What follows belongs to an exercise in optimizing a design on an open flow for small area; a production flow would make more cautious choices. RTL that was checked went through simulation tests only; none was proved equivalent to the original. Power figures rest on the tool's default switching activity, not on a simulated workload.

## synth_top
module synth_top #(
    parameter int clks_per_bit = 8,
    parameter int sample_div   = 64
) (
    input  logic                            clk,
    input  logic                            rst_n,
    input  logic                            di,
    input  logic [3:0]                      channel,
    output logic [synth_pkg::sample_w-1:0]   sample,
    output logic                            sample_valid,
    input  logic                            sample_ready,
    output logic [synth_pkg::num_voices-1:0] voice_active
);
    logic [7:0]                      byte_data;
    logic                            byte_valid;
    logic [synth_pkg::midi_w-1:0]     first_byte;
    logic                            note_on;
    logic                            note_off;
    logic                            note_off_nx;
    logic                            cc_valid;
    logic [synth_pkg::num_voices-1:0] note_match;
    logic [synth_pkg::num_voices-1:0] off_sel;
    logic [1:0]                      h;
    logic                            wr_head;
    logic [synth_pkg::sample_w-1:0]   mix;
    logic                            sample_tick;
    synth_pkg::waveform_t            waveform;
    uart_rx #(
        .clks_per_bit(clks_per_bit)
    ) i_uart_rx (
        .clk(clk), .rst_n(rst_n), .di(di),
        .byte_data(byte_data), .byte_valid(byte_valid)
    );
    midi_parser i_midi_parser (
        .clk(clk), .rst_n(rst_n), .channel(channel),
        .byte_data(byte_data), .byte_valid(byte_valid),
        .first_byte(first_byte),
        .note_on(note_on), .note_off(note_off), .note_off_nx(note_off_nx),
        .cc_valid(cc_valid)
    );
    voice_alloc i_voice_alloc (
        .clk(clk), .rst_n(rst_n),
        .note_on(note_on), .note_off(note_off),
        .note_match(note_match), .h(h),
  ...
Size in the first run: about 880 cells after synthesis, about 230 flip-flops, about 21 I/O pins.
clock: 10.0 ns
lec_check: 0
abc_area: 1
cap_margin: 20
core_margin: 2
core_utilization: 60
cts_buf_list: sky130_fd_sc_hd__clkbuf_8
cts_cluster_diameter: 50
cts_cluster_size: 20
slew_margin: 20
run.sh (not shown) runs the stock make flow with config.mk's settings and CLKGATE_MAP_FILE= SYNTH_SCRIPT=/design/flow/synth_recipe.tcl, a recipe that flattens the netlist after the stock synthesis.
Rerun with:
--- a/flow/design.v
+++ b/flow/design.v
@@ -142,23 +142,23 @@
     output logic                        note_on,
     output logic                        note_off,
     output logic                        note_off_nx,
     output logic                        cc_valid
 );
     typedef enum logic [1:0] {rs_none, rs_note_on, rs_note_off, rs_cc} run_t;
     run_t              run;
     logic              have_first;
     logic              is_status;
     logic              is_data;
     logic              second;
-    assign is_status = byte_valid && byte_data[7] && !(&byte_data[6:3]);
+    assign is_status = byte_valid && byte_data[7] && (byte_data < 8'hF8);
     assign is_data   = byte_valid && !byte_data[7] && (run != rs_none);
     assign second    = is_data && have_first;
     assign note_off_nx = second && ((run == rs_note_off) ||
                                     ((run == rs_note_on) && (byte_data[6:0] == '0)));
     always_ff @(posedge clk) begin
         if (!rst_n) begin
             run        <= rs_none;
             have_first <= 1'b0;
             note_on    <= 1'b0;
             note_off   <= 1'b0;
             cc_valid   <= 1'b0;
@@ -243,33 +243,29 @@
     end
 endmodule
 `timescale 1ns/1ps
 module synth_ctrl_regs (
     input  logic                        clk,
     input  logic                        rst_n,
     input  logic [synth_pkg::midi_w-1:0] cc_num,
     input  logic [synth_pkg::midi_w-1:0] cc_val,
     input  logic                        cc_valid,
     output synth_pkg::waveform_t        waveform
 );
-    logic ge_tri;
-    logic ge_sq;
-    assign ge_tri = cc_val[6] && (cc_val[5] || (cc_val[4] && (cc_val[3] || (cc_val[2] && cc_val[1]))));
-    assign ge_sq  = cc_val[6] || (cc_val[5] && (cc_val[4] || (cc_val[3] && (cc_val[2] || (cc_val[1] && cc_val[0])))));
     always_ff @(posedge clk) begin
         if (!rst_n) begin
             waveform <= synth_pkg::wave_saw;
         end else if (cc_valid && (cc_num == synth_pkg::cc_waveform)) begin
-            if (ge_tri) begin
+            if (cc_val >= synth_pkg::cc_triangle_min) begin
                 waveform <= synth_pkg::wave_triangle;
-            end else if (ge_sq) begin
+            end else if (cc_val >= synth_pkg::cc_square_min) begin
                 waveform <= synth_pkg::wave_square;
             end else begin
                 waveform <= synth_pkg::wave_saw;
             end
         end
     end
 endmodule
 `timescale 1ns/1ps
 module osc_bank #(
     parameter int sample_div = 64
 ) (
@@ -319,25 +315,23 @@
         if (!rst_n) begin
             dm          <= 6'd63;
             sample_tick <= 1'b0;
         end else begin
             dm          <= 6'(synth_pkg::rca10(10'(dm), 10'd0, 1'b1));
             sample_tick <= (dm == 6'd62);
         end
     end
     assign h = dm[1:0];
     assign k = dm[5:2];
     always_ff @(posedge clk) begin
-        for (int v = 0; v < nv; v++) begin
-            if (h == 2'(v)) note_match[v] <= (r_note[0] == note_in);
-        end
+        note_match[h] <= (r_note[0] == note_in);
     end
     always_comb begin
         case (h)
             2'd0:    surv = alive[0] && voice_active[0] && !((note_off || note_off_nx) && off_sel[0]);
             2'd1:    surv = alive[1] && voice_active[1] && !(note_off && off_sel[1]);
             2'd2:    surv = alive[2] && voice_active[2];
             default: surv = alive[3];
         endcase
     end
     always_comb begin
         top = r_phase[0][pw-1 -: sw];
Die area hardly moves; count of clock-buffer cells in the layout stays the same; routed wire length is higher slightly; synthesized cell count is higher slightly; final area is higher slightly; sequential share of layout area is lower by 0.69 points; utilization stays flat; power is lower by a few percent; cell count is higher slightly; via count is higher slightly; combinational power is lower by roughly a tenth; fmax barely changes.
Only the layout flow was run in the second run of this note; the RTL was not checked for function there.

## afterwards: timing with drivers on the ports
Ports are ideal in the flow. The routed layouts listed here were re-timed in OpenROAD.
Step 1 sets driving cells, clkbuf_16 on the clock port and buf_2 on the other inputs (assumed; they add their load-dependent delay and slew).
Step 2 moves the port delays by t, midway between the first and last clock arrival at a register: inputs arrive t later, outputs are due t later. That takes back most of the time a late clock gives input paths.
Slacks: no drivers / after step 1 / after step 2; pairs: no drivers / after step 1.
| run | shift t [ns] | setup slack, ns | cell pins on the clock port's net |
|---|---|---|---|
| the first run | 0.551 | 4.838 / 4.838 / 4.838 | 1 |
| the second run | 0.538 | 4.847 / 4.847 / 4.847 | 1 |
After both steps every run listed still meets setup and hold.
